Background: an optimization exercise with open tools, aiming at small area and few clock cycles per item. Do not read the settings as production practice.
Function was checked by simulation only, so behaviour that the tests miss may differ from the original.

==> flow/design.v, too long to show whole: its modules and the start of the top module <==
// module stv_mul_inc: 3672 lines
// module stv_mul_dec: 2172 lines
// module stv_s1: 1715 lines
// module stv_pcm: 620 lines
// module stv_sine_rom: 1284 lines
// module stv_cfg_data: 5 lines
// module stv_fa: 4 lines
// module stv_ha: 4 lines
// module swept_tone_voice: 175 lines
module swept_tone_voice #(
    parameter int SINE_TABLE_BITS = stv_pkg::SINE_TABLE_BITS_DEF,
    parameter int COUNT_BITS      = stv_pkg::COUNT_BITS_DEF
) (
    input  logic        i_clk,
    input  logic        i_rst_n,
    input  logic        s_axis_tvalid,
    output logic        s_axis_tready,
    input  logic [23:0] s_axis_tdata,    
    input  logic [0:0]  s_axis_tuser,    
    output logic        m_axis_tvalid,
    input  logic        m_axis_tready,
    output logic [39:0] m_axis_tdata,    
    output logic [0:0]  m_axis_tuser,    
    input  logic        i_cfg_we,
    input  logic [2:0]  i_cfg_index,
    input  logic [31:0] i_cfg_data
);
  // ...
==> flow/run.sh <==
#!/bin/bash
# synth_recipe.tcl (not shown) runs the flow's synth.tcl, then flattens the netlist and writes it again
# the make line also repeats each setting of config.mk as NAME=value (left out here)
make -C /OpenROAD-flow-scripts/flow DESIGN_CONFIG=/design/flow/config.mk WORK_HOME=/design/flow/orfs CLKGATE_MAP_FILE= SYNTH_SCRIPT=/design/flow/synth_recipe.tcl finish
==> flow/config.mk <==
export PLATFORM = sky130hd
export DESIGN_NAME = swept_tone_voice
export DESIGN_NICKNAME = swept_tone_voice
export VERILOG_FILES = /design/flow/design.v
export SDC_FILE = /design/flow/constraint.sdc
export NUM_CORES = 4
export LEC_CHECK = 0
export CAP_MARGIN = 20
export CORE_MARGIN = 2
export CORE_UTILIZATION = 40
export CTS_CLUSTER_DIAMETER = 60
export CTS_CLUSTER_SIZE = 25
export SLEW_MARGIN = 20
export SYNTH_HIERARCHICAL = 1
export SYNTH_MEMORY_MAX_BITS = 32768
export SYNTH_MINIMUM_KEEP_SIZE = 0
==> flow/constraint.sdc <==
create_clock -name core_clock -period 13.0 [get_ports {i_clk}]
set_input_delay 2.6000 -clock core_clock [delete_from_list [all_inputs] [get_ports {i_clk}]]
set_output_delay 2.6000 -clock core_clock [all_outputs]
set_load 0.01 [all_outputs]
==> results by group, run 1 <==
STA
  • Tightest Pin Transition: 1.125 ns
  • Final setup vio count: 0
  • Worst Skew: approximately 0.027 ns
  • Final hold vios: 0

Floorplanning
  • Die area: between 200,000 and 250,000 um2
  • Io pins: roughly 110
  • N_taps: around 2,600

Global routing
  • Initial antenna violation count: 10

Setup path
  • Worst EP arrival: roughly 12 ns
  • Req. time, crit path: approximately 13 ns
  • WP buf/inv: 4
  • Crit-path max FO: 50
  • WS Path Type: input port to flop

Status
  • Status: no timing/DRC/antenna violations

Layout
  • Buffering overhead: 0.03225
  • Top cell category: multi-input combinational cells
  • Non-clk bufs: roughly 330

Place
  • Final GP Congestion: around 0.91
  • Post-Place Worst Slack: about 1.1 ns
  • Hpwl dp: around 180 mm

Clocking
  • Bufs on Longest Clock Path: 3

Yosys
  • Compound-cell area share of the yosys netlist: 0.07909
  • Count of cell types in the netlist: between 100 and 150
  • Post-Synthesis Cells: 7,759

Hold path
  • Hold_sp: r_act1
  • Hold Path Stages: 0

Detailed routing
  • DRC: 0
  • Post-DR wirelength/cell: approximately 25 um
Testbench counts, summed over its fixed seeds: cycles 19,442, items 18,162.
==> module swept_tone_voice, before the edit <==
module swept_tone_voice #(
    parameter int SINE_TABLE_BITS = stv_pkg::SINE_TABLE_BITS_DEF,
    parameter int COUNT_BITS      = stv_pkg::COUNT_BITS_DEF
) (
    input  logic        i_clk,
    input  logic        i_rst_n,
    input  logic        s_axis_tvalid,
    output logic        s_axis_tready,
    input  logic [23:0] s_axis_tdata,    
    input  logic [0:0]  s_axis_tuser,    
    output logic        m_axis_tvalid,
    input  logic        m_axis_tready,
    output logic [39:0] m_axis_tdata,    
    output logic [0:0]  m_axis_tuser,    
    input  logic        i_cfg_we,
    input  logic [2:0]  i_cfg_index,
    input  logic [31:0] i_cfg_data
);
    stv_pkg::t_cfg r_cfg;
    logic [31:0] w_cfg_d0;
    logic [24:0] w_cfg_d1;    
    logic [7:0]  w_cfg_en;
    stv_cfg_data u_cfg_data (.i_data(i_cfg_data), .i_rst_n(i_rst_n), .o_d0(w_cfg_d0), .o_d1(w_cfg_d1));
    always_comb begin
        for (int k = 0; k < 8; k++) w_cfg_en[k] = !i_rst_n || (i_cfg_we && (i_cfg_index == 3'(k)));
    end
    always_ff @(posedge i_clk) begin
        if (w_cfg_en[REG_WAVE_TYPE])       r_cfg.wave_type       <= w_cfg_d0[1:0];
        if (w_cfg_en[REG_START_INCREMENT]) r_cfg.start_increment <= w_cfg_d0[30:0];
        if (w_cfg_en[REG_SWEEP_FACTOR])    r_cfg.sweep_factor    <= {w_cfg_d0[31], w_cfg_d1[24], w_cfg_d0[29:0]};
        if (w_cfg_en[REG_ATTACK_SAMPLES])  r_cfg.attack_samples  <= w_cfg_d0[19:0];
        if (w_cfg_en[REG_ATTACK_STEP])     r_cfg.attack_step     <= w_cfg_d0[23:0];
        if (w_cfg_en[REG_DECAY_START])     r_cfg.decay_start     <= w_cfg_d0[23:0];
        if (w_cfg_en[REG_DECAY_FACTOR])    r_cfg.decay_factor    <= w_cfg_d1[23:0];
        if (w_cfg_en[REG_NOTE_LENGTH])     r_cfg.note_length     <= {w_cfg_d0[19:1], w_cfg_d1[0]};
    end
    logic r_v1, r_v2;
    logic w_ready2, w_ready1, w_accept;
    assign w_ready2      = !r_v2 || m_axis_tready;
    assign w_ready1      = !r_v1 || w_ready2;
    assign s_axis_tready = w_ready1;
    assign w_accept      = s_axis_tvalid && w_ready1;
    logic [31:0] r_phase, r_inc;
    logic [19:0] r_idx;
    logic [23:0] r_env;
    logic        r_note_on;
    logic        w_start, w_active, w_in_att, w_at_att, w_not_end;
    logic [31:0] e_inc, w_phase_new, w_inc_next;
    logic [19:0] w_idx_inc, w_idx_next;
    logic [23:0] e_env, w_env_used, w_env_next, w_dec_next, w_att_next;
    logic [24:0] w_att_sum, w_att_r;
    logic [33:0] w_inc_prod;
    assign w_start = (s_axis_tuser[0] == OP_START);
    assign w_idx_inc = r_idx + 1'b1;
    assign w_att_r = {1'b0, r_env} + {1'b0, r_cfg.attack_step};
    always_comb begin
        if (w_start) begin
            w_active  = (r_cfg.note_length != 20'd0);
            w_in_att  = (r_cfg.attack_samples != 20'd0);
            w_at_att  = (r_cfg.attack_samples == 20'd0);
            w_not_end = (r_cfg.note_length != 20'd1);
            w_idx_next = 20'd1;
            w_att_sum = {1'b0, r_cfg.attack_step};
        end else begin
            w_active  = r_note_on && (r_idx < r_cfg.note_length);
            w_in_att  = (r_idx < r_cfg.attack_samples);
            w_at_att  = (r_idx == r_cfg.attack_samples);
            w_not_end = (w_idx_inc != r_cfg.note_length);
            w_idx_next = w_idx_inc;
            w_att_sum = w_att_r;
        end
        e_inc   = w_start ? {1'b0, r_cfg.start_increment} : r_inc;
        e_env   = w_start ? 24'd0 : r_env;
        w_phase_new = w_start ? {1'b0, r_cfg.start_increment} : (r_phase + r_inc);
        w_att_next  = w_att_sum[24] ? ENV_MAX : w_att_sum[23:0];
        w_env_used  = (!w_in_att && w_at_att) ? r_cfg.decay_start : e_env;
        w_env_next  = w_in_att ? w_att_next : w_dec_next;
        w_inc_next  = (|w_inc_prod[33:32]) ? 32'hFFFF_FFFF : w_inc_prod[31:0];
    end
    stv_mul_inc u_mul_inc (.a(e_inc), .b(r_cfg.sweep_factor), .q(w_inc_prod));
    stv_mul_dec u_mul_dec (.a(w_env_used), .b(r_cfg.decay_factor), .q(w_dec_next));
    logic w_load;
    assign w_load = w_accept && (w_active || w_start);
    always_ff @(posedge i_clk) begin
        if (w_load) begin
            r_phase <= w_active ? w_phase_new : 32'd0;
            r_inc   <= w_active ? w_inc_next : {1'b0, r_cfg.start_increment};
            r_idx   <= w_active ? w_idx_next : 20'd0;
            r_env   <= w_active ? w_env_next : 24'd0;
        end
    end
    always_ff @(posedge i_clk) begin
        if (!i_rst_n) begin
            r_note_on <= 1'b0;
        end else if (w_accept) begin
            r_note_on <= w_active && w_not_end;
        end
    end
    logic [10:0] w_addr;
    logic [15:0] w_sine;
    logic [16:0] w_ramp, w_mag;
    logic [16:0] w_tri;
    logic        w_neg;
    assign w_addr = w_phase_new[30] ? (11'd1024 - {1'b0, w_phase_new[29:20]})
                                    : {1'b0, w_phase_new[29:20]};
    stv_sine_rom u_rom (.a(w_addr), .q(w_sine));
    assign w_tri  = w_phase_new[31] ? {1'b0, w_phase_new[30:15]}
                                    : ({1'b0, ~w_phase_new[30:15]} + {16'd0, (w_phase_new[14:0] == 15'd0)});
    always_comb begin
        w_ramp = (r_cfg.wave_type == WAVE_SAW) ? w_phase_new[31:15] : w_tri;
        case (r_cfg.wave_type)
            WAVE_SINE: begin
                w_mag = {1'b0, w_sine};
                w_neg = w_phase_new[31];
            end
            WAVE_SQUARE: begin
                w_mag = WAVE_PEAK;
                w_neg = w_phase_new[31];
            end
            default: begin
                w_neg = (w_ramp[16:15] == 2'b00);
                w_mag = w_neg ? ({2'b00, ~w_ramp[14:0]} + 17'd1)
                              : {w_ramp[16:15] - 2'd1, w_ramp[14:0]};
            end
        endcase
    end
    logic        r_act1, r_neg1;
    logic [16:0] r_mag1;
    logic [23:0] r_env1;
    logic [17:0] r_mix1;
    always_ff @(posedge i_clk) begin
        if (!i_rst_n) begin
            r_v1 <= 1'b0;
        end else if (w_ready1) begin
            r_v1 <= s_axis_tvalid;
        end
    end
    always_ff @(posedge i_clk) begin
        if (w_ready1) begin
            r_act1 <= w_active;
            r_neg1 <= w_active && w_neg;
            r_mag1 <= w_active ? w_mag : 17'd0;
            r_env1 <= w_env_used;
            r_mix1 <= s_axis_tdata[17:0];
        end
    end
    logic [17:0] w_mix_out;
    logic [15:0] w_pcm;
    stv_s1 u_s1 (
        .i_mag (r_mag1),
        .i_env (r_env1),
        .i_neg (r_neg1),
        .i_mix (r_mix1),
        .o_mix (w_mix_out)
    );
    logic        r_act2;
    logic [17:0] r_mix2;
    always_ff @(posedge i_clk) begin
        if (!i_rst_n) begin
            r_v2 <= 1'b0;
        end else if (w_ready2) begin
            r_v2 <= r_v1;
        end
    end
    always_ff @(posedge i_clk) begin
        if (w_ready2) begin
            r_mix2 <= w_mix_out;
            r_act2 <= r_act1;
        end
    end
    assign m_axis_tvalid = r_v2;
    stv_pcm u_pcm (.i_mix(r_mix2), .o_pcm(w_pcm));
    assign m_axis_tdata  = {6'd0, w_pcm, r_mix2};
    assign m_axis_tuser  = r_act2;
endmodule
==> run 2, diff against run 1 <==
--- a/flow/design.v
+++ b/flow/design.v
@@ -9572,7 +9572,733 @@
     logic [33:0] w_inc_prod;
     assign w_start = (s_axis_tuser[0] == OP_START);
     assign w_idx_inc = r_idx + 1'b1;
-    assign w_att_r = {1'b0, r_env} + {1'b0, r_cfg.attack_step};
+    logic [32:0] w_phase_sum;
+    logic bp1;
+    logic bp2;
+    logic bp3;
+    logic bp4;
+    logic bp5;
+    logic bp6;
+    logic bp7;
+    logic bp8;
+    logic bp9;
+    logic bp10;
+    logic bp11;
+    logic bp12;
+    logic bp13;
+    logic bp14;
+    logic bp15;
+    logic bp16;
+    logic bp17;
+    logic bp18;
+    logic bp19;
+    logic bp20;
+    logic bp21;
+    logic bp22;
+    logic bp23;
+    logic bp24;
+    logic bp25;
+    logic bp26;
+    logic bp27;
+    logic bp28;
+    logic bp29;
+    logic bp30;
+    logic bp31;
+    logic bp32;
+    logic bp33;
+    logic bp34;
+    logic bp35;
+    logic bp36;
+    logic bp37;
+    logic bp38;
+    logic bp39;
+    logic bp40;
+    logic bp41;
+    logic bp42;
+    logic bp43;
+    logic bp44;
+    logic bp45;
+    logic bp46;
+    logic bp47;
+    logic bp48;
+    logic bp49;
+    logic bp50;
+    logic bp51;
+    logic bp52;
+    logic bp53;
+    logic bp54;
+    logic bp55;
+    logic bp56;
+    logic bp57;
+    logic bp58;
+    logic bp59;
+    logic bp60;
+    logic bp61;
+    logic bp62;
+    logic bp63;
+    logic bp64;
+    logic bp65;
+    logic bp66;
+    logic bp67;
+    logic bp68;
+    logic bp69;
+    logic bp70;
+    logic bp71;
+    logic bp72;
+    logic bp73;
+    logic bp74;
+    logic bp75;
+    logic bp76;
+    logic bp77;
+    logic bp78;
+    logic bp79;
+    logic bp80;
+    logic bp81;
+    logic bp82;
+    logic bp83;
+    logic bp84;
+    logic bp85;
+    logic bp86;
+    logic bp87;
+    logic bp88;
+    logic bp89;
+    logic bp90;
+    logic bp91;
+    logic bp92;
+    logic bp93;
+    logic bp94;
+    logic bp95;
+    logic bp96;
+    logic bp97;
+    logic bp98;
+    logic bp99;
+    logic bp100;
+    logic bp101;
+    logic bp102;
+    logic bp103;
+    logic bp104;
+    logic bp105;
+    logic bp106;
+    logic bp107;
+    logic bp108;
+    logic bp109;
+    logic bp110;
+    logic bp111;
+    logic bp112;
+    logic bp113;
+    logic bp114;
+    logic bp115;
+    logic bp116;
+    logic bp117;
+    logic bp118;
+    logic bp119;
+    logic bp120;
+    logic bp121;
+    logic bp122;
+    logic bp123;
+    logic bp124;
+    logic bp125;
+    logic bp126;
+    logic bp127;
+    logic bp128;
+    logic bp129;
+    logic bp130;
+    logic bp131;
+    logic bp132;
+    logic bp133;
+    logic bp134;
+    logic bp135;
+    logic bp136;
+    logic bp137;
+    logic bp138;
+    logic bp139;
+    logic bp140;
+    logic bp141;
+    logic bp142;
+    logic bp143;
+    logic bp144;
+    logic bp145;
+    logic bp146;
+    logic bp147;
+    logic bp148;
+    logic bp149;
+    logic bp150;
+    logic bp151;
+    logic bp152;
+    logic bp153;
+    logic bp154;
+    logic bp155;
+    logic bp156;
+    logic bp157;
+    logic bp158;
+    logic bp159;
+    logic bp160;
+    logic bp161;
+    logic bp162;
+    logic bp163;
+    logic bp164;
+    logic bp165;
+    logic bp166;
+    logic bp167;
+    logic bp168;
+    logic bp169;
+    logic bp170;
+    logic bp171;
+    logic bp172;
+    logic bp173;
+    logic bp174;
+    logic bp175;
+    logic bp176;
+    logic bp177;
+    logic bp178;
+    logic bp179;
+    logic bp180;
+    logic bp181;
+    logic bp182;
+    logic bp183;
+    logic bp184;
+    logic bp185;
+    logic bp186;
+    logic bp187;
+    logic bp188;
+    logic bp189;
+    logic bp190;
+    logic bp191;
+    logic bp192;
+    logic bp193;
+    logic bp194;
+    logic bp195;
+    logic bp196;
+    logic bp197;
+    logic bp198;
+    logic bp199;
+    logic bp200;
+    logic bp201;
+    logic bp202;
+    logic bp203;
+    logic bp204;
+    logic bp205;
+    logic bp206;
+    logic bp207;
+    logic bp208;
+    logic bp209;
+    assign bp1 = r_phase[0] & r_inc[0];
+    assign bp2 = r_phase[0] ^ r_inc[0];
+    assign bp3 = r_phase[1] & r_inc[1];
+    assign bp4 = r_phase[1] ^ r_inc[1];
+    assign bp5 = r_phase[2] & r_inc[2];
+    assign bp6 = r_phase[2] ^ r_inc[2];
+    assign bp7 = r_phase[3] & r_inc[3];
+    assign bp8 = r_phase[3] ^ r_inc[3];
+    assign bp9 = r_phase[4] & r_inc[4];
+    assign bp10 = r_phase[4] ^ r_inc[4];
+    assign bp11 = r_phase[5] & r_inc[5];
+    assign bp12 = r_phase[5] ^ r_inc[5];
+    assign bp13 = r_phase[6] & r_inc[6];
+    assign bp14 = r_phase[6] ^ r_inc[6];
+    assign bp15 = r_phase[7] & r_inc[7];
+    assign bp16 = r_phase[7] ^ r_inc[7];
+    assign bp17 = r_phase[8] & r_inc[8];
+    assign bp18 = r_phase[8] ^ r_inc[8];
+    assign bp19 = r_phase[9] & r_inc[9];
+    assign bp20 = r_phase[9] ^ r_inc[9];
+    assign bp21 = r_phase[10] & r_inc[10];
+    assign bp22 = r_phase[10] ^ r_inc[10];
+    assign bp23 = r_phase[11] & r_inc[11];
+    assign bp24 = r_phase[11] ^ r_inc[11];
+    assign bp25 = r_phase[12] & r_inc[12];
+    assign bp26 = r_phase[12] ^ r_inc[12];
+    assign bp27 = r_phase[13] & r_inc[13];
+    assign bp28 = r_phase[13] ^ r_inc[13];
+    assign bp29 = r_phase[14] & r_inc[14];
+    assign bp30 = r_phase[14] ^ r_inc[14];
+    assign bp31 = r_phase[15] & r_inc[15];
+    assign bp32 = r_phase[15] ^ r_inc[15];
+    assign bp33 = r_phase[16] & r_inc[16];
+    assign bp34 = r_phase[16] ^ r_inc[16];
+    assign bp35 = r_phase[17] & r_inc[17];
+    assign bp36 = r_phase[17] ^ r_inc[17];
+    assign bp37 = r_phase[18] & r_inc[18];
+    assign bp38 = r_phase[18] ^ r_inc[18];
+    assign bp39 = r_phase[19] & r_inc[19];
+    assign bp40 = r_phase[19] ^ r_inc[19];
+    assign bp41 = r_phase[20] & r_inc[20];
+    assign bp42 = r_phase[20] ^ r_inc[20];
+    assign bp43 = r_phase[21] & r_inc[21];
+    assign bp44 = r_phase[21] ^ r_inc[21];
+    assign bp45 = r_phase[22] & r_inc[22];
+    assign bp46 = r_phase[22] ^ r_inc[22];
+    assign bp47 = r_phase[23] & r_inc[23];
+    assign bp48 = r_phase[23] ^ r_inc[23];
+    assign bp49 = r_phase[24] & r_inc[24];
+    assign bp50 = r_phase[24] ^ r_inc[24];
+    assign bp51 = r_phase[25] & r_inc[25];
+    assign bp52 = r_phase[25] ^ r_inc[25];
+    assign bp53 = r_phase[26] & r_inc[26];
+    assign bp54 = r_phase[26] ^ r_inc[26];
+    assign bp55 = r_phase[27] & r_inc[27];
+    assign bp56 = r_phase[27] ^ r_inc[27];
+    assign bp57 = r_phase[28] & r_inc[28];
+    assign bp58 = r_phase[28] ^ r_inc[28];
+    assign bp59 = r_phase[29] & r_inc[29];
+    assign bp60 = r_phase[29] ^ r_inc[29];
+    assign bp61 = r_phase[30] & r_inc[30];
+    assign bp62 = r_phase[30] ^ r_inc[30];
+    assign bp63 = r_phase[31] & r_inc[31];
+    assign bp64 = r_phase[31] ^ r_inc[31];
+    assign bp65 = bp3 | (bp4 & bp1);
+    assign bp66 = bp4 & bp2;
+    assign bp67 = bp7 | (bp8 & bp5);
+    assign bp68 = bp8 & bp6;
+    assign bp69 = bp11 | (bp12 & bp9);
+    assign bp70 = bp12 & bp10;
+    assign bp71 = bp15 | (bp16 & bp13);
+    assign bp72 = bp16 & bp14;
+    assign bp73 = bp19 | (bp20 & bp17);
+    assign bp74 = bp20 & bp18;
+    assign bp75 = bp23 | (bp24 & bp21);
+    assign bp76 = bp24 & bp22;
+    assign bp77 = bp27 | (bp28 & bp25);
+    assign bp78 = bp28 & bp26;
+    assign bp79 = bp31 | (bp32 & bp29);
+    assign bp80 = bp32 & bp30;
+    assign bp81 = bp35 | (bp36 & bp33);
+    assign bp82 = bp36 & bp34;
+    assign bp83 = bp39 | (bp40 & bp37);
+    assign bp84 = bp40 & bp38;
+    assign bp85 = bp43 | (bp44 & bp41);
+    assign bp86 = bp44 & bp42;
+    assign bp87 = bp47 | (bp48 & bp45);
+    assign bp88 = bp48 & bp46;
+    assign bp89 = bp51 | (bp52 & bp49);
+    assign bp90 = bp52 & bp50;
+    assign bp91 = bp55 | (bp56 & bp53);
+    assign bp92 = bp56 & bp54;
+    assign bp93 = bp59 | (bp60 & bp57);
+    assign bp94 = bp60 & bp58;
+    assign bp95 = bp63 | (bp64 & bp61);
+    assign bp96 = bp64 & bp62;
+    assign bp97 = bp67 | (bp68 & bp65);
+    assign bp98 = bp68 & bp66;
+    assign bp99 = bp71 | (bp72 & bp69);
+    assign bp100 = bp72 & bp70;
+    assign bp101 = bp75 | (bp76 & bp73);
+    assign bp102 = bp76 & bp74;
+    assign bp103 = bp79 | (bp80 & bp77);
+    assign bp104 = bp80 & bp78;
+    assign bp105 = bp83 | (bp84 & bp81);
+    assign bp106 = bp84 & bp82;
+    assign bp107 = bp87 | (bp88 & bp85);
+    assign bp108 = bp88 & bp86;
+    assign bp109 = bp91 | (bp92 & bp89);
+    assign bp110 = bp92 & bp90;
+    assign bp111 = bp95 | (bp96 & bp93);
+    assign bp112 = bp96 & bp94;
+    assign bp113 = bp99 | (bp100 & bp97);
+    assign bp114 = bp100 & bp98;
+    assign bp115 = bp103 | (bp104 & bp101);
+    assign bp116 = bp104 & bp102;
+    assign bp117 = bp107 | (bp108 & bp105);
+    assign bp118 = bp108 & bp106;
+    assign bp119 = bp111 | (bp112 & bp109);
+    assign bp120 = bp112 & bp110;
+    assign bp121 = bp115 | (bp116 & bp113);
+    assign bp122 = bp116 & bp114;
+    assign bp123 = bp119 | (bp120 & bp117);
+    assign bp124 = bp120 & bp118;
+    assign bp125 = bp123 | (bp124 & bp121);
+    assign bp126 = bp124 & bp122;
+    assign bp127 = bp117 | (bp118 & bp121);
+    assign bp128 = bp118 & bp122;
+    assign bp129 = bp101 | (bp102 & bp113);
+    assign bp130 = bp102 & bp114;
+    assign bp131 = bp105 | (bp106 & bp121);
+    assign bp132 = bp106 & bp122;
+    assign bp133 = bp109 | (bp110 & bp127);
+    assign bp134 = bp110 & bp128;
+    assign bp135 = bp69 | (bp70 & bp97);
+    assign bp136 = bp70 & bp98;
+    assign bp137 = bp73 | (bp74 & bp113);
+    assign bp138 = bp74 & bp114;
+    assign bp139 = bp77 | (bp78 & bp129);
+    assign bp140 = bp78 & bp130;
+    assign bp141 = bp81 | (bp82 & bp121);
+    assign bp142 = bp82 & bp122;
+    assign bp143 = bp85 | (bp86 & bp131);
+    assign bp144 = bp86 & bp132;
+    assign bp145 = bp89 | (bp90 & bp127);
+    assign bp146 = bp90 & bp128;
+    assign bp147 = bp93 | (bp94 & bp133);
+    assign bp148 = bp94 & bp134;
+    assign bp149 = bp5 | (bp6 & bp65);
+    assign bp150 = bp6 & bp66;
+    assign bp151 = bp9 | (bp10 & bp97);
+    assign bp152 = bp10 & bp98;
+    assign bp153 = bp13 | (bp14 & bp135);
+    assign bp154 = bp14 & bp136;
+    assign bp155 = bp17 | (bp18 & bp113);
+    assign bp156 = bp18 & bp114;
+    assign bp157 = bp21 | (bp22 & bp137);
+    assign bp158 = bp22 & bp138;
+    assign bp159 = bp25 | (bp26 & bp129);
+    assign bp160 = bp26 & bp130;
+    assign bp161 = bp29 | (bp30 & bp139);
+    assign bp162 = bp30 & bp140;
+    assign bp163 = bp33 | (bp34 & bp121);
+    assign bp164 = bp34 & bp122;
+    assign bp165 = bp37 | (bp38 & bp141);
+    assign bp166 = bp38 & bp142;
+    assign bp167 = bp41 | (bp42 & bp131);
+    assign bp168 = bp42 & bp132;
+    assign bp169 = bp45 | (bp46 & bp143);
+    assign bp170 = bp46 & bp144;
+    assign bp171 = bp49 | (bp50 & bp127);
+    assign bp172 = bp50 & bp128;
+    assign bp173 = bp53 | (bp54 & bp145);
+    assign bp174 = bp54 & bp146;
+    assign bp175 = bp57 | (bp58 & bp133);
+    assign bp176 = bp58 & bp134;
+    assign bp177 = bp61 | (bp62 & bp147);
+    assign bp178 = bp62 & bp148;
+    assign bp179 = bp4 ^ bp1;
+    assign bp180 = bp6 ^ bp65;
+    assign bp181 = bp8 ^ bp149;
+    assign bp182 = bp10 ^ bp97;
+    assign bp183 = bp12 ^ bp151;
+    assign bp184 = bp14 ^ bp135;
+    assign bp185 = bp16 ^ bp153;
+    assign bp186 = bp18 ^ bp113;
+    assign bp187 = bp20 ^ bp155;
+    assign bp188 = bp22 ^ bp137;
+    assign bp189 = bp24 ^ bp157;
+    assign bp190 = bp26 ^ bp129;
+    assign bp191 = bp28 ^ bp159;
+    assign bp192 = bp30 ^ bp139;
+    assign bp193 = bp32 ^ bp161;
+    assign bp194 = bp34 ^ bp121;
+    assign bp195 = bp36 ^ bp163;
+    assign bp196 = bp38 ^ bp141;
+    assign bp197 = bp40 ^ bp165;
+    assign bp198 = bp42 ^ bp131;
+    assign bp199 = bp44 ^ bp167;
+    assign bp200 = bp46 ^ bp143;
+    assign bp201 = bp48 ^ bp169;
+    assign bp202 = bp50 ^ bp127;
+    assign bp203 = bp52 ^ bp171;
+    assign bp204 = bp54 ^ bp145;
+    assign bp205 = bp56 ^ bp173;
+    assign bp206 = bp58 ^ bp133;
+    assign bp207 = bp60 ^ bp175;
+    assign bp208 = bp62 ^ bp147;
+    assign bp209 = bp64 ^ bp177;
+    assign w_phase_sum = {bp125, {bp209, bp208, bp207, bp206, bp205, bp204, bp203, bp202, bp201, bp200, bp199, bp198, bp197, bp196, bp195, bp194, bp193, bp192, bp191, bp190, bp189, bp188, bp187, bp186, bp185, bp184, bp183, bp182, bp181, bp180, bp179, bp2}};
+    logic ba1;
+    logic ba2;
+    logic ba3;
+    logic ba4;
+    logic ba5;
+    logic ba6;
+    logic ba7;
+    logic ba8;
+    logic ba9;
+    logic ba10;
+    logic ba11;
+    logic ba12;
+    logic ba13;
+    logic ba14;
+    logic ba15;
+    logic ba16;
+    logic ba17;
+    logic ba18;
+    logic ba19;
+    logic ba20;
+    logic ba21;
+    logic ba22;
+    logic ba23;
+    logic ba24;
+    logic ba25;
+    logic ba26;
+    logic ba27;
+    logic ba28;
+    logic ba29;
+    logic ba30;
+    logic ba31;
+    logic ba32;
+    logic ba33;
+    logic ba34;
+    logic ba35;
+    logic ba36;
+    logic ba37;
+    logic ba38;
+    logic ba39;
+    logic ba40;
+    logic ba41;
+    logic ba42;
+    logic ba43;
+    logic ba44;
+    logic ba45;
+    logic ba46;
+    logic ba47;
+    logic ba48;
+    logic ba49;
+    logic ba50;
+    logic ba51;
+    logic ba52;
+    logic ba53;
+    logic ba54;
+    logic ba55;
+    logic ba56;
+    logic ba57;
+    logic ba58;
+    logic ba59;
+    logic ba60;
+    logic ba61;
+    logic ba62;
+    logic ba63;
+    logic ba64;
+    logic ba65;
+    logic ba66;
+    logic ba67;
+    logic ba68;
+    logic ba69;
+    logic ba70;
+    logic ba71;
+    logic ba72;
+    logic ba73;
+    logic ba74;
+    logic ba75;
+    logic ba76;
+    logic ba77;
+    logic ba78;
+    logic ba79;
+    logic ba80;
+    logic ba81;
+    logic ba82;
+    logic ba83;
+    logic ba84;
+    logic ba85;
+    logic ba86;
+    logic ba87;
+    logic ba88;
+    logic ba89;
+    logic ba90;
+    logic ba91;
+    logic ba92;
+    logic ba93;
+    logic ba94;
+    logic ba95;
+    logic ba96;
+    logic ba97;
+    logic ba98;
+    logic ba99;
+    logic ba100;
+    logic ba101;
+    logic ba102;
+    logic ba103;
+    logic ba104;
+    logic ba105;
+    logic ba106;
+    logic ba107;
+    logic ba108;
+    logic ba109;
+    logic ba110;
+    logic ba111;
+    logic ba112;
+    logic ba113;
+    logic ba114;
+    logic ba115;
+    logic ba116;
+    logic ba117;
+    logic ba118;
+    logic ba119;
+    logic ba120;
+    logic ba121;
+    logic ba122;
+    logic ba123;
+    logic ba124;
+    logic ba125;
+    logic ba126;
+    logic ba127;
+    logic ba128;
+    logic ba129;
+    logic ba130;
+    logic ba131;
+    logic ba132;
+    logic ba133;
+    logic ba134;
+    logic ba135;
+    logic ba136;
+    logic ba137;
+    logic ba138;
+    logic ba139;
+    logic ba140;
+    logic ba141;
+    logic ba142;
+    logic ba143;
+    logic ba144;
+    logic ba145;
+    logic ba146;
+    logic ba147;
+    logic ba148;
+    logic ba149;
+    logic ba150;
+    logic ba151;
+    logic ba152;
+    logic ba153;
+    assign ba1 = r_env[0] & r_cfg.attack_step[0];
+    assign ba2 = r_env[0] ^ r_cfg.attack_step[0];
+    assign ba3 = r_env[1] & r_cfg.attack_step[1];
+    assign ba4 = r_env[1] ^ r_cfg.attack_step[1];
+    assign ba5 = r_env[2] & r_cfg.attack_step[2];
+    assign ba6 = r_env[2] ^ r_cfg.attack_step[2];
+    assign ba7 = r_env[3] & r_cfg.attack_step[3];
+    assign ba8 = r_env[3] ^ r_cfg.attack_step[3];
+    assign ba9 = r_env[4] & r_cfg.attack_step[4];
+    assign ba10 = r_env[4] ^ r_cfg.attack_step[4];
+    assign ba11 = r_env[5] & r_cfg.attack_step[5];
+    assign ba12 = r_env[5] ^ r_cfg.attack_step[5];
+    assign ba13 = r_env[6] & r_cfg.attack_step[6];
+    assign ba14 = r_env[6] ^ r_cfg.attack_step[6];
+    assign ba15 = r_env[7] & r_cfg.attack_step[7];
+    assign ba16 = r_env[7] ^ r_cfg.attack_step[7];
+    assign ba17 = r_env[8] & r_cfg.attack_step[8];
+    assign ba18 = r_env[8] ^ r_cfg.attack_step[8];
+    assign ba19 = r_env[9] & r_cfg.attack_step[9];
+    assign ba20 = r_env[9] ^ r_cfg.attack_step[9];
+    assign ba21 = r_env[10] & r_cfg.attack_step[10];
+    assign ba22 = r_env[10] ^ r_cfg.attack_step[10];
+    assign ba23 = r_env[11] & r_cfg.attack_step[11];
+    assign ba24 = r_env[11] ^ r_cfg.attack_step[11];
+    assign ba25 = r_env[12] & r_cfg.attack_step[12];
+    assign ba26 = r_env[12] ^ r_cfg.attack_step[12];
+    assign ba27 = r_env[13] & r_cfg.attack_step[13];
+    assign ba28 = r_env[13] ^ r_cfg.attack_step[13];
+    assign ba29 = r_env[14] & r_cfg.attack_step[14];
+    assign ba30 = r_env[14] ^ r_cfg.attack_step[14];
+    assign ba31 = r_env[15] & r_cfg.attack_step[15];
+    assign ba32 = r_env[15] ^ r_cfg.attack_step[15];
+    assign ba33 = r_env[16] & r_cfg.attack_step[16];
+    assign ba34 = r_env[16] ^ r_cfg.attack_step[16];
+    assign ba35 = r_env[17] & r_cfg.attack_step[17];
+    assign ba36 = r_env[17] ^ r_cfg.attack_step[17];
+    assign ba37 = r_env[18] & r_cfg.attack_step[18];
+    assign ba38 = r_env[18] ^ r_cfg.attack_step[18];
+    assign ba39 = r_env[19] & r_cfg.attack_step[19];
+    assign ba40 = r_env[19] ^ r_cfg.attack_step[19];
+    assign ba41 = r_env[20] & r_cfg.attack_step[20];
+    assign ba42 = r_env[20] ^ r_cfg.attack_step[20];
+    assign ba43 = r_env[21] & r_cfg.attack_step[21];
+    assign ba44 = r_env[21] ^ r_cfg.attack_step[21];
+    assign ba45 = r_env[22] & r_cfg.attack_step[22];
+    assign ba46 = r_env[22] ^ r_cfg.attack_step[22];
+    assign ba47 = r_env[23] & r_cfg.attack_step[23];
+    assign ba48 = r_env[23] ^ r_cfg.attack_step[23];
+    assign ba49 = ba3 | (ba4 & ba1);
+    assign ba50 = ba4 & ba2;
+    assign ba51 = ba7 | (ba8 & ba5);
+    assign ba52 = ba8 & ba6;
+    assign ba53 = ba11 | (ba12 & ba9);
+    assign ba54 = ba12 & ba10;
+    assign ba55 = ba15 | (ba16 & ba13);
+    assign ba56 = ba16 & ba14;
+    assign ba57 = ba19 | (ba20 & ba17);
+    assign ba58 = ba20 & ba18;
+    assign ba59 = ba23 | (ba24 & ba21);
+    assign ba60 = ba24 & ba22;
+    assign ba61 = ba27 | (ba28 & ba25);
+    assign ba62 = ba28 & ba26;
+    assign ba63 = ba31 | (ba32 & ba29);
+    assign ba64 = ba32 & ba30;
+    assign ba65 = ba35 | (ba36 & ba33);
+    assign ba66 = ba36 & ba34;
+    assign ba67 = ba39 | (ba40 & ba37);
+    assign ba68 = ba40 & ba38;
+    assign ba69 = ba43 | (ba44 & ba41);
+    assign ba70 = ba44 & ba42;
+    assign ba71 = ba47 | (ba48 & ba45);
+    assign ba72 = ba48 & ba46;
+    assign ba73 = ba51 | (ba52 & ba49);
+    assign ba74 = ba52 & ba50;
+    assign ba75 = ba55 | (ba56 & ba53);
+    assign ba76 = ba56 & ba54;
+    assign ba77 = ba59 | (ba60 & ba57);
+    assign ba78 = ba60 & ba58;
+    assign ba79 = ba63 | (ba64 & ba61);
+    assign ba80 = ba64 & ba62;
+    assign ba81 = ba67 | (ba68 & ba65);
+    assign ba82 = ba68 & ba66;
+    assign ba83 = ba71 | (ba72 & ba69);
+    assign ba84 = ba72 & ba70;
+    assign ba85 = ba75 | (ba76 & ba73);
+    assign ba86 = ba76 & ba74;
+    assign ba87 = ba79 | (ba80 & ba77);
+    assign ba88 = ba80 & ba78;
+    assign ba89 = ba83 | (ba84 & ba81);
+    assign ba90 = ba84 & ba82;
+    assign ba91 = ba87 | (ba88 & ba85);
+    assign ba92 = ba88 & ba86;
+    assign ba93 = ba89 | (ba90 & ba91);
+    assign ba94 = ba90 & ba92;
+    assign ba95 = ba77 | (ba78 & ba85);
+    assign ba96 = ba78 & ba86;
+    assign ba97 = ba81 | (ba82 & ba91);
+    assign ba98 = ba82 & ba92;
+    assign ba99 = ba53 | (ba54 & ba73);
+    assign ba100 = ba54 & ba74;
+    assign ba101 = ba57 | (ba58 & ba85);
+    assign ba102 = ba58 & ba86;
+    assign ba103 = ba61 | (ba62 & ba95);
+    assign ba104 = ba62 & ba96;
+    assign ba105 = ba65 | (ba66 & ba91);
+    assign ba106 = ba66 & ba92;
+    assign ba107 = ba69 | (ba70 & ba97);
+    assign ba108 = ba70 & ba98;
+    assign ba109 = ba5 | (ba6 & ba49);
+    assign ba110 = ba6 & ba50;
+    assign ba111 = ba9 | (ba10 & ba73);
+    assign ba112 = ba10 & ba74;
+    assign ba113 = ba13 | (ba14 & ba99);
+    assign ba114 = ba14 & ba100;
+    assign ba115 = ba17 | (ba18 & ba85);
+    assign ba116 = ba18 & ba86;
+    assign ba117 = ba21 | (ba22 & ba101);
+    assign ba118 = ba22 & ba102;
+    assign ba119 = ba25 | (ba26 & ba95);
+    assign ba120 = ba26 & ba96;
+    assign ba121 = ba29 | (ba30 & ba103);
+    assign ba122 = ba30 & ba104;
+    assign ba123 = ba33 | (ba34 & ba91);
+    assign ba124 = ba34 & ba92;
+    assign ba125 = ba37 | (ba38 & ba105);
+    assign ba126 = ba38 & ba106;
+    assign ba127 = ba41 | (ba42 & ba97);
+    assign ba128 = ba42 & ba98;
+    assign ba129 = ba45 | (ba46 & ba107);
+    assign ba130 = ba46 & ba108;
+    assign ba131 = ba4 ^ ba1;
+    assign ba132 = ba6 ^ ba49;
+    assign ba133 = ba8 ^ ba109;
+    assign ba134 = ba10 ^ ba73;
+    assign ba135 = ba12 ^ ba111;
+    assign ba136 = ba14 ^ ba99;
+    assign ba137 = ba16 ^ ba113;
+    assign ba138 = ba18 ^ ba85;
+    assign ba139 = ba20 ^ ba115;
+    assign ba140 = ba22 ^ ba101;
+    assign ba141 = ba24 ^ ba117;
+    assign ba142 = ba26 ^ ba95;
+    assign ba143 = ba28 ^ ba119;
+    assign ba144 = ba30 ^ ba103;
+    assign ba145 = ba32 ^ ba121;
+    assign ba146 = ba34 ^ ba91;
+    assign ba147 = ba36 ^ ba123;
+    assign ba148 = ba38 ^ ba105;
+    assign ba149 = ba40 ^ ba125;
+    assign ba150 = ba42 ^ ba97;
+    assign ba151 = ba44 ^ ba127;
+    assign ba152 = ba46 ^ ba107;
+    assign ba153 = ba48 ^ ba129;
+    assign w_att_r = {ba93, {ba153, ba152, ba151, ba150, ba149, ba148, ba147, ba146, ba145, ba144, ba143, ba142, ba141, ba140, ba139, ba138, ba137, ba136, ba135, ba134, ba133, ba132, ba131, ba2}};
     always_comb begin
         if (w_start) begin
             w_active  = (r_cfg.note_length != 20'd0);
@@ -9591,7 +10317,7 @@
         end
         e_inc   = w_start ? {1'b0, r_cfg.start_increment} : r_inc;
         e_env   = w_start ? 24'd0 : r_env;
-        w_phase_new = w_start ? {1'b0, r_cfg.start_increment} : (r_phase + r_inc);
+        w_phase_new = w_start ? {1'b0, r_cfg.start_increment} : w_phase_sum[31:0];
         w_att_next  = w_att_sum[24] ? ENV_MAX : w_att_sum[23:0];
         w_env_used  = (!w_in_att && w_at_att) ? r_cfg.decay_start : e_env;
         w_env_next  = w_in_att ? w_att_next : w_dec_next;
--- a/flow/config.mk
+++ b/flow/config.mk
@@ -7,7 +7,7 @@
 export LEC_CHECK = 0
 export CAP_MARGIN = 20
 export CORE_MARGIN = 2
-export CORE_UTILIZATION = 40
+export CORE_UTILIZATION = 55
 export CTS_CLUSTER_DIAMETER = 60
 export CTS_CLUSTER_SIZE = 25
 export SLEW_MARGIN = 20
==> results by group, run 2 <==
Status
  • Status: no timing/DRC/antenna violations (unchanged)

STA
  • Slew Viols, Final: 0 (unchanged)
  • Final period util: 0.8988 (was 0.8863)
  • Final hold vios: 0 (unchanged)
  • Relative slew margins: 0.1986 (was 0.2463)
  • Highest Clock Rate: 85.58 MHz (was 86.80 MHz)
  • Tightest Pin Transition: 1.202 ns (was 1.125 ns)
  • Final setup vio count: 0 (unchanged)
  • Worst Skew: 0.04141 ns (was 0.02654 ns)
  • Final TNS setup: 0 ns (unchanged)
  • Final critical-path setup slack: 1.316 ns (was 1.479 ns)
  • Period minus WS final: 11.68 ns (was 11.52 ns)
  • RSZ-0062 raised after global routing: no (unchanged)

Layout
  • Area growth syn-to-layout: 6.253% (was 7.439%)
  • ANT cells: 0 (was 1)
  • Fin nets: 9,860 (was 10,020)
  • Top flop regs: r_cfg x177, r_inc x32, r_phase x32 (unchanged)
  • Fill cells: 11,990 (was 18,750)
  • Layout cells sized above 1: 0.06496 (was 0.05866)
  • Max reg flops: 177 (unchanged)
  • Largest Register: r_cfg (unchanged)
  • Most frequent cells in the layout: nand2_1, fa_1, ha_1, edfxtp_1, buf_4 (was nand2_1, fa_1, ha_1)
  • Commonest non-fill, non-tap cell in the layout: nand2_1 (unchanged)

Setup path
  • Crit path launch type: input port (unchanged)
  • WP buf/inv: 5 (was 4)
  • Worst setup path start: s_axis_tuser[0] (unchanged)
  • Delay-heaviest family, CP: adder cells (unchanged)
  • WS Path Type: input port to flop (unchanged)
  • WP depth: 26 (was 25)
  • Most used cell, CP: fa_1 (unchanged)
  • FF-to-FF Start: r_inc[0] (was r_idx[5])
  • Worst setup EP type: flop (unchanged)
  • Crit-path max FO: 32 (was 50)
  • CP peak stage delay: 0.70 ns (was 0.60 ns)
  • Worst EP arrival: 12.07 ns (was 11.99 ns)
  • Reg2reg path depth: 39 (was 37)
  • Req. time, crit path: 13.39 ns (was 13.47 ns)
  • Slowest-stage cell, CP: a221oi_1 (was nand2_1)

Clocking
  • CTS Hold Buffers Added: 0 (unchanged)
  • H-tree levels: 1 (was 2)
  • Clock buffer count from CTS: 31 (was 40)
  • Postcts setup bufs: 0 (unchanged)
  • Resize count post-CTS: 0 (unchanged)
  • Clock slew at reported path FFs: 0.08 ns (about the same)
  • Root Buffer: clkbuf_16 (unchanged)
  • CTS tree: built (unchanged)
  • Clk sinks: 368 (unchanged)
  • Clk latency of the worst-skew pair: 0.66 ns (was 0.61 ns)
  • Bufs on Longest Clock Path: 3 (unchanged)

Yosys
  • Asr flop ratio synth: 0 (unchanged)
  • Most used flip-flop cell after synthesis: edfxtp_1 (unchanged)
  • Post-Synthesis Cells: 7,555 (was 7,759)
  • Most common cell in the synthesized netlist: nand2_1 (unchanged)
  • Synth Cell Area: 78,450 um2 (was 79,120 um2)
  • Count of cell types in the netlist: 123 (was 116)
  • Commonest cells in the netlist: nand2_1, fa_1, clkbuf_1, edfxtp_1, ha_1 (was nand2_1, fa_1, clkbuf_1, ha_1, edfxtp_1)
  • EDFF count, synth: 365 (unchanged)
  • Synth warn: 8 (unchanged)
  • Yosys reg bits: 368 (unchanged)
  • Cell taking the most area after synthesis: fa_1 (unchanged)
  • Synth top area share: 0.4996 (was 0.4889)
  • Sequential element share of the synthesized area: 0.1405 (was 0.1393)
  • Syn Area/Cell: 10.38 um2 (was 10.20 um2)
  • Ranking of synthesized cells by area: fa_1, edfxtp_1, nand2_1 (unchanged)

Detailed routing
  • WL met3: 23.43 mm (was 25.47 mm)
  • Detail Route Antenna Nets: 0 (unchanged)
  • DR WL met2: 118.3 mm (was 123.3 mm)
  • Final WL: 250.4 mm (was 260.3 mm)
  • Via-per-instance ratio: 6.306 (was 5.896)
  • Iter 0 DRT Violations: 5,436 (was 6,316)
  • WL met1: 97.20 mm (was 99.00 mm)
  • DRC: 0 (unchanged)
  • DR pass1 iterations: 6 (unchanged)
  • Top sig layer: met4 (was met5)
  • Post-DR wirelength/cell: 26.67 um (was 25.20 um)
  • Vias: 59,190 (was 60,900)

Run
  • # Max-Cap Violations: 0 (unchanged)

Place
  • Port bufs: 95 (unchanged)
  • Hpwl dp: 175.8 mm (was 182.4 mm)
  • Final GP Congestion: 0.9354 (was 0.9101)
  • Post-Place Worst Slack: 0.8040 ns (was 1.085 ns)

Hold path
  • Hold Path Stages: 0 (unchanged)
  • Hold_sp: r_act1 (unchanged)
  • HP Class: flop to flop (unchanged)

Global routing
  • Pin count of the biggest net entering global routing: 93 (was 116)
  • First-pass GRT wire length: 386.7 mm (was 400.4 mm)
  • Total track usage: 0.3499 (was 0.2577)
  • Initial antenna violation count: 1 (was 10)
  • Vias in the first global route: 63,970 (was 66,040)
  • GRT Residual Overflow: 0 (unchanged)

Floorplanning
  • Placeable Area: 141,600 um2 (was 197,000 um2)
  • Die H: 381.7 um (was 448.7 um)
  • Die Wd: 381.7 um (was 448.7 um)
  • # rows: 138 (was 163)
  • Initial cell density of the core: 0.5541 (was 0.4016)
  • Die area: 145,700 um2 (was 201,400 um2)
  • Io pins: 108 (unchanged)
run 2: cell types whose count changed in the layout (fill, tap and decap cells not counted), moves of 12 or more:
| cell | delta |
|---|---|
| o221a_2 | +23 |
| o21ai_0 | -26 |
| nand2_1 | -32 |
| fa_1 | +26 |
| mux2_2 | +16 |
| nor2b_1 | -16 |
| nand3_1 | -18 |
| nand2b_1 | -18 |
| a21o_1 | -30 |
| o221ai_1 | -12 |
| a21oi_1 | -28 |
| and3_1 | -16 |
run 2: path summary, 6_finish.rpt:
check	slack, ns	endpoint
max	1.32	r_inc[1]
min reg2reg	0.44	r_act2
max reg2reg	1.68	r_mag1[14]
min	0.44	r_act2
run 2: kinds of logic after synthesis:
group                      after synthesis  synth area share
AOI/OAI and AO/OA                      862           0.07317
xor gates and xnor gates               179           0.02040
adders and majority gates             2340            0.5602
buffers and inverters                  760           0.03836
DFF                                    368            0.1405
muxes                                   75           0.01070
other                                    6         0.0002871
and+or+nand+nor                       2965            0.1565
run 2: per-layer routing:
layer	GRT usage	vias up
li1	-	24310
met2	0.5621	3299
met1	0.4741	30870
met3	0.06496	708
met5	0	-
met4	0.1379	0
run 2: area by class of cell:
cell class / instances / area [um2] / area share
Clock buffer: 33 / 783.3 / 0.009396
Sequential cell: 368 / 11020 / 0.1322
Multi-Input combinational cell: 6508 / 65050 / 0.7803
Clock inverter: 25 / 460.4 / 0.005524
Inverter: 227 / 853.3 / 0.01024
Timing Repair Buffer: 336 / 2830 / 0.03395
Tap cell: 1890 / 2365 / 0.02837
run 2: per-module statistics from Yosys (local to each module, per instance), excerpt:
module            flip-flops and latches  cell area, um2
stv_cfg_data                           0           397.9
stv_mul_inc                            0            6669
stv_pcm                                0            1080
stv_s1                                 0            3732
stv_sine_rom                           0            5254
swept_tone_voice                     368           19010
run 2: metrics by stage:
stage,instances,util,area [um2],hold WS [ns]
finish,9387,0.5888,83360,0.4363
CTS,9387,0.5888,83360,0.4350
floorplan,7636,-,78760,0.4003
detailed placement,9329,0.5800,82120,0.4153
global placement,9329,0.5800,82120,0.4163
global route,9387,0.5888,83360,0.4389
Testbench counts of run 2, summed over its fixed seeds: cycles 19,442, items 18,162.
==> run 3, diff against run 2 <==
--- a/flow/config.mk
+++ b/flow/config.mk
@@ -7,7 +7,7 @@
 export LEC_CHECK = 0
 export CAP_MARGIN = 20
 export CORE_MARGIN = 2
-export CORE_UTILIZATION = 55
+export CORE_UTILIZATION = 40
 export CTS_CLUSTER_DIAMETER = 60
 export CTS_CLUSTER_SIZE = 25
 export SLEW_MARGIN = 20
==> results by group, run 3 <==
Setup path
  • Req. time, crit path: 13.37 ns (was 13.39 ns)
  • WP buf/inv: 5 (unchanged)
  • Worst setup EP type: flop (unchanged)
  • Delay-heaviest family, CP: adder cells (unchanged)
  • Crit-path max FO: 61 (was 32)
  • WS Path Type: input port to flop (unchanged)
  • Worst EP arrival: 11.96 ns (was 12.07 ns)
  • Most used cell, CP: fa_1 (unchanged)
  • CP peak stage delay: 0.58 ns (was 0.70 ns)
  • Slowest-stage cell, CP: fa_1 (was a221oi_1)
  • Crit path launch type: input port (unchanged)

Clocking
  • CTS tree: built (unchanged)
  • Clock slew at reported path FFs: 0.07 ns (was 0.08 ns)
  • Clk latency of the worst-skew pair: 0.62 ns (was 0.66 ns)
  • Clock buffer count from CTS: 39 (was 31)
  • H-tree levels: 2 (was 1)
  • Bufs on Longest Clock Path: 3 (unchanged)
  • CTS Hold Buffers Added: 0 (unchanged)
  • Resize count post-CTS: 0 (unchanged)
  • Clk sinks: 368 (unchanged)
  • Postcts setup bufs: 0 (unchanged)
  • Root Buffer: clkbuf_16 (unchanged)

Yosys
  • Count of cell types in the netlist: 123 (unchanged)
  • Ranking of synthesized cells by area: fa_1, edfxtp_1, nand2_1 (unchanged)
  • Cell taking the most area after synthesis: fa_1 (unchanged)
  • Post-Synthesis Cells: 7,555 (unchanged)
  • Synth top area share: 0.4996 (unchanged)
  • Syn Area/Cell: 10.38 um2 (unchanged)
  • Commonest cells in the netlist: nand2_1, fa_1, clkbuf_1, edfxtp_1, ha_1 (unchanged)
  • Sequential element share of the synthesized area: 0.1405 (unchanged)
  • Asr flop ratio synth: 0 (unchanged)
  • EDFF count, synth: 365 (unchanged)
  • Synth Cell Area: 78,450 um2 (unchanged)
  • Most used flip-flop cell after synthesis: edfxtp_1 (unchanged)
  • Synth warn: 8 (unchanged)
  • Most common cell in the synthesized netlist: nand2_1 (unchanged)
  • Yosys reg bits: 368 (unchanged)

Global routing
  • First-pass GRT wire length: 391.2 mm (was 386.7 mm)
  • Total track usage: 0.2569 (was 0.3499)
  • Initial antenna violation count: 4 (was 1)
  • Vias in the first global route: 65,360 (was 63,970)
  • GRT Residual Overflow: 0 (unchanged)
  • Pin count of the biggest net entering global routing: 74 (was 93)

STA
  • Relative slew margins: 0.1923 (was 0.1986)
  • RSZ-0062 raised after global routing: no (unchanged)
  • Final period util: 0.8913 (was 0.8988)
  • Worst Skew: 0.03796 ns (was 0.04141 ns)
  • Slew Viols, Final: 0 (unchanged)
  • Final hold vios: 0 (unchanged)
  • Period minus WS final: 11.59 ns (was 11.68 ns)
  • Highest Clock Rate: 86.31 MHz (was 85.58 MHz)
  • Tightest Pin Transition: 1.212 ns (was 1.202 ns)
  • Final TNS setup: 0 ns (unchanged)
  • Final setup vio count: 0 (unchanged)

Detailed routing
  • Final WL: 253.5 mm (was 250.4 mm)
  • Detail Route Antenna Nets: 0 (unchanged)
  • Via-per-instance ratio: 5.854 (was 6.306)
  • DRC: 0 (unchanged)
  • Iter 0 DRT Violations: 5,742 (was 5,436)
  • Post-DR wirelength/cell: 25.07 um (was 26.67 um)
  • DR pass1 iterations: 6 (unchanged)
  • Vias: 59,190 (about the same)

Layout
  • Most frequent cells in the layout: nand2_1, fa_1, ha_1, edfxtp_1, inv_1 (was nand2_1, fa_1, ha_1, edfxtp_1, buf_4)
  • Fin nets: 9,840 (was 9,860)
  • Max reg flops: 177 (unchanged)
  • Area growth syn-to-layout: 7.322% (was 6.253%)
  • Design Area, Final: 84,200 um2 (was 83,360 um2)
  • Commonest non-fill, non-tap cell in the layout: nand2_1 (unchanged)
  • Finished Core Util: 0.4318 (was 0.5888)
  • Largest Register: r_cfg (unchanged)
  • Top flop regs: r_cfg x177, r_inc x32, r_phase x32 (unchanged)
  • Fill cells: 18,490 (was 11,990)
  • Layout cells sized above 1: 0.06281 (was 0.06496)

Hold path
  • HP Class: flop to flop (unchanged)

Floorplanning
  • Initial cell density of the core: 0.4023 (was 0.5541)
  • Die Wd: 446.9 um (was 381.7 um)
  • Placeable Area: 195,000 um2 (was 141,600 um2)
  • Die H: 446.9 um (was 381.7 um)
  • # rows: 162 (was 138)
  • Io pins: 108 (unchanged)
  • Die area: 199,700 um2 (was 145,700 um2)

Place
  • Final GP Congestion: 0.9206 (was 0.9354)
  • Port bufs: 95 (unchanged)
  • Hpwl dp: 177.3 mm (was 175.8 mm)
  • Placed Area: 82,780 um2 (was 82,120 um2)

Run
  • # Max-Cap Violations: 0 (unchanged)

Status
  • Status: no timing/DRC/antenna violations (unchanged)
run 3: path summary, 6_finish.rpt:
| kind | startpoint | to | slack [ns] | cells past startpoint |
|---|---|---|---|---|
| worst max-delay path | s_axis_tuser[0] | r_inc[0] | 1.41 | 26 |
| worst min-delay path | r_note_on | r_note_on | 0.52 | 1 |
| worst max register to register | r_inc[0] | r_mag1[14] | 1.50 | 40 |
| worst min register to register | r_note_on | r_note_on | 0.52 | 1 |
run 3: through the flow:
stage | worst slack (ns) | cells | hold slack (ns)
finish | 1.414 | 10110 | 0.5172
global route | 0.7245 | 10110 | 0.5367
CTS | 1.553 | 10110 | 0.5178
detailed placement | 0.9369 | 10040 | 0.5006
global placement | 0.9462 | 10040 | 0.4856
floorplan | 0.8734 | 7636 | 0.4003
run 3: worst register-to-register path, delay by kind of cell, from the launching register on:
family	cells	cell delay, ns
AO/OA/AOI/OAI	21	5.12
adder cells (fa/ha/maj)	8	3.17
AND/OR/NAND/NOR	8	1.51
buffers and inverters	3	1.05
flip-flops	1	0.37
run 3: modules after synthesis (local to each module, per instance):
module | times used | flip-flops and latches | cells inside
stv_cfg_data | 1 | 0 | 63
stv_fa | 1885 | 0 | 1
stv_ha | 47 | 0 | 1
stv_mul_dec | 1 | 0 | 835
stv_mul_inc | 1 | 0 | 1466
stv_pcm | 1 | 0 | 148
stv_s1 | 1 | 0 | 723
stv_sine_rom | 1 | 0 | 847
swept_tone_voice | 1 | 368 | 1541
run 3: area by class of cell:
cell class	instances	area [um2]	share of cell area
Tap cell	2624	3283	0.03899
Clock inverter	30	414.1	0.004919
Inverter	227	852.1	0.01012
Clock buffer	42	987.2	0.01172
Multi-Input combinational cell	6508	65020	0.7722
Antenna cell	5	12.51	0.0001486
Timing Repair Buffer	308	2611	0.03101
Sequential cell	368	11020	0.1309
run 3: layer usage:
metal / GRT usage / up-vias / share of wire
li1: - / 24270 / -
met4: 0.09964 / 4 / 0.042
met5: 0.003175 / - / 0.00022
met3: 0.05076 / 727 / 0.093
met1: 0.3297 / 30880 / 0.38
met2: 0.4283 / 3313 / 0.48
run 3: kinds of logic after synthesis:
logic type      share of synthesized area
flops                              0.1405
other cells                     0.0002871
mux                               0.01070
compound gates                    0.07317
fa+ha+maj                          0.5602
buf+inv                           0.03836
xor+xnor                          0.02040
simple gates                       0.1565
==> run 4, diff against run 3 <==
--- a/flow/config.mk
+++ b/flow/config.mk
@@ -5,12 +5,12 @@
 export SDC_FILE = /design/flow/constraint.sdc
 export NUM_CORES = 4
 export LEC_CHECK = 0
-export CAP_MARGIN = 20
+export CAP_MARGIN = 10
 export CORE_MARGIN = 2
 export CORE_UTILIZATION = 40
 export CTS_CLUSTER_DIAMETER = 60
 export CTS_CLUSTER_SIZE = 25
-export SLEW_MARGIN = 20
+export SLEW_MARGIN = 10
 export SYNTH_HIERARCHICAL = 1
 export SYNTH_MEMORY_MAX_BITS = 32768
 export SYNTH_MINIMUM_KEEP_SIZE = 0
==> results by group, run 4 <==
Detailed routing
  • Detail Route Antenna Nets: 0 (unchanged)
  • Via-per-instance ratio: 5.855 (was 5.854)
  • Post-DR wirelength/cell: 25.12 um (was 25.07 um)
  • DRC: 0 (unchanged)
  • Vias: 59,190 (about the same)
  • DR pass1 iterations: 6 (unchanged)
  • Iter 0 DRT Violations: 5,683 (was 5,742)
  • Final WL: 253.9 mm (was 253.5 mm)

Clocking
  • Clk sinks: 368 (unchanged)
  • Clk latency of the worst-skew pair: 0.63 ns (was 0.62 ns)
  • H-tree levels: 2 (unchanged)
  • Bufs on Longest Clock Path: 3 (unchanged)
  • CTS Hold Buffers Added: 0 (unchanged)
  • Clock buffer count from CTS: 39 (unchanged)
  • Postcts setup bufs: 0 (unchanged)
  • Resize count post-CTS: 0 (unchanged)
  • Root Buffer: clkbuf_16 (unchanged)
  • CTS tree: built (unchanged)
  • Clock slew at reported path FFs: 0.07 ns (about the same)

Setup path
  • Worst setup EP type: flop (unchanged)
  • CP peak stage delay: 0.75 ns (was 0.58 ns)
  • R2r setup slk: 1.49 ns (was 1.50 ns)
  • Reg2reg path depth: 40 (unchanged)
  • Worst EP arrival: 11.95 ns (was 11.96 ns)
  • Most used cell, CP: fa_1 (unchanged)
  • Req. time, crit path: 13.37 ns (about the same)
  • Crit-path max FO: 61 (unchanged)
  • Slowest-stage cell, CP: nand2_1 (was fa_1)
  • WS Path Type: input port to flop (unchanged)
  • Crit path launch type: input port (unchanged)

STA
  • RSZ-0062 raised after global routing: no (unchanged)
  • Tightest Pin Transition: 1.216 ns (was 1.212 ns)
  • Worst Skew: 0.04220 ns (was 0.03796 ns)
  • Relative slew margins: 0.1892 (was 0.1923)
  • Slew Viols, Final: 0 (unchanged)
  • Final setup vio count: 0 (unchanged)
  • Highest Clock Rate: 86.37 MHz (was 86.31 MHz)
  • Period minus WS final: 11.58 ns (was 11.59 ns)
  • Final period util: 0.8906 (was 0.8913)
  • Final critical-path setup slack: 1.422 ns (was 1.414 ns)
  • Worst Hold Slack: 0.5179 ns (was 0.5172 ns)
  • Final TNS setup: 0 ns (unchanged)
  • Final hold vios: 0 (unchanged)

Yosys
  • Post-Synthesis Cells: 7,555 (unchanged)
  • Syn Area/Cell: 10.38 um2 (unchanged)
  • Sequential element share of the synthesized area: 0.1405 (unchanged)
  • Synth warn: 8 (unchanged)
  • Commonest cells in the netlist: nand2_1, fa_1, clkbuf_1, edfxtp_1, ha_1 (unchanged)
  • Count of cell types in the netlist: 123 (unchanged)
  • Most common cell in the synthesized netlist: nand2_1 (unchanged)
  • Yosys reg bits: 368 (unchanged)
  • Ranking of synthesized cells by area: fa_1, edfxtp_1, nand2_1 (unchanged)
  • Most used flip-flop cell after synthesis: edfxtp_1 (unchanged)
  • EDFF count, synth: 365 (unchanged)
  • Cell taking the most area after synthesis: fa_1 (unchanged)
  • Synth Cell Area: 78,450 um2 (unchanged)
  • Asr flop ratio synth: 0 (unchanged)
  • Synth top area share: 0.4996 (unchanged)

Place
  • Placed insts: 10,040 (unchanged)
  • Placed Area: 82,780 um2 (unchanged)
  • Hpwl dp: 177.3 mm (unchanged)
  • Final GP Congestion: 0.9206 (unchanged)
  • Post-Place Worst Slack: 0.9369 ns (unchanged)
  • Port bufs: 95 (unchanged)

Floorplanning
  • Placeable Area: 195,000 um2 (unchanged)
  • Initial cell density of the core: 0.4023 (unchanged)
  • Die H: 446.9 um (unchanged)
  • # rows: 162 (unchanged)
  • Io pins: 108 (unchanged)
  • Die area: 199,700 um2 (unchanged)
  • Die Wd: 446.9 um (unchanged)

Layout
  • Area growth syn-to-layout: 7.303% (was 7.322%)
  • Fill cells: 18,490 (about the same)
  • Commonest non-fill, non-tap cell in the layout: nand2_1 (unchanged)
  • Layout cells sized above 1: 0.06281 (unchanged)
  • Largest Register: r_cfg (unchanged)
  • Most frequent cells in the layout: nand2_1, fa_1, ha_1, edfxtp_1, inv_1 (unchanged)
  • Fin nets: 9,840 (unchanged)
  • Top flop regs: r_cfg x177, r_inc x32, r_phase x32 (unchanged)
  • Max reg flops: 177 (unchanged)
  • Post-Layout Cell Count: 10,110 (about the same)
  • Design Area, Final: 84,180 um2 (was 84,200 um2)
  • Finished Core Util: 0.4317 (was 0.4318)

Global routing
  • GRT Residual Overflow: 0 (unchanged)
  • Vias in the first global route: 65,360 (unchanged)
  • Initial antenna violation count: 4 (unchanged)
  • First-pass GRT wire length: 391.2 mm (unchanged)
  • Total track usage: 0.2569 (unchanged)
  • Pin count of the biggest net entering global routing: 74 (unchanged)

Run
  • # Max-Cap Violations: 0 (unchanged)

Status
  • Status: no timing/DRC/antenna violations (unchanged)

Hold path
  • Hold Path Stages: 1 (unchanged)
  • HP Class: flop to flop (unchanged)
## run 4: logic make-up after synthesis
| logic type | Yosys count | synth area share |
|---|---|---|
| compound gates | 862 | 0.07317 |
| xor+xnor | 179 | 0.02040 |
| fa+ha+maj | 2340 | 0.5602 |
| buf+inv | 760 | 0.03836 |
| flops | 368 | 0.1405 |
| mux | 75 | 0.01070 |
| other cells | 6 | 0.0002871 |
| simple gates | 2965 | 0.1565 |
## run 4: layer usage
layer	track usage	up-vias	wire, um
met5	0.003175	-	68
met1	0.3297	30810	96940
met3	0.05076	748	23420
met4	0.09964	6	11010
li1	-	24270	-
met2	0.4283	3350	122500
## run 4: final timing paths
kind,start,end
worst min register to register,r_note_on,r_note_on
worst max-delay path,s_axis_tuser[0],r_inc[0]
worst min-delay path,r_note_on,r_note_on
worst max register to register,r_inc[0],r_mag1[14]
## run 4: per-module statistics from Yosys (local to each module, per instance)
module,flip-flops and latches,cells,times used
stv_sine_rom,0,847,1
stv_s1,0,723,1
stv_mul_inc,0,1466,1
stv_mul_dec,0,835,1
swept_tone_voice,368,1541,1
stv_fa,0,1,1885
stv_pcm,0,148,1
stv_cfg_data,0,63,1
stv_ha,0,1,47
## run 4: critical path: cells and delay by family
kind                     cells  cell delay, ns
buffers and inverters        4            1.09
AND/OR/NAND/NOR              6            1.96
adder cells (fa/ha/maj)      9            4.58
AO/OA/AOI/OAI                7            1.60
## run 4: final cells by class
type / count / area [um2] / area share
Antenna cell: 2 / 5.005 / 0.00005945
Clock buffer: 42 / 987.2 / 0.01173
Clock inverter: 30 / 414.1 / 0.004920
Inverter: 227 / 852.1 / 0.01012
Multi-Input combinational cell: 6508 / 65010 / 0.7722
Sequential cell: 368 / 11020 / 0.1309
Tap cell: 2624 / 3283 / 0.03900
Timing Repair Buffer: 308 / 2611 / 0.03102

re-timing with driven ports:
How much do the figures lean on ideal ports? The routed layouts below were timed once more, with nothing changed but the port constraints. Step 1, drivers: a clkbuf_16 drives i_clk and a buf_2 each remaining input, both assumed. Step 2 times the ports against the registers' clock, not the clock port: input delays grow and output delays shrink by t, the midpoint of the rising clock arrivals with the driver on. a / b / c = ideal / step 1 / step 2; a / b = the first two.
run	t (ns)	setup slack, ns	worst slew at a driven data input, ns
run 1	0.655	1.479 / 1.383 / 0.729	0.15
run 2	0.704	1.316 / 1.318 / 0.614	0.08
run 3	0.677	1.413 / 1.355 / 0.678	0.13
run 4	0.679	1.422 / 1.367 / 0.688	0.13
After both steps every run listed still meets setup and hold. The setup slack of run 1, which loses most, moves by -0.096 ns with the drivers and by -0.750 ns with both steps.
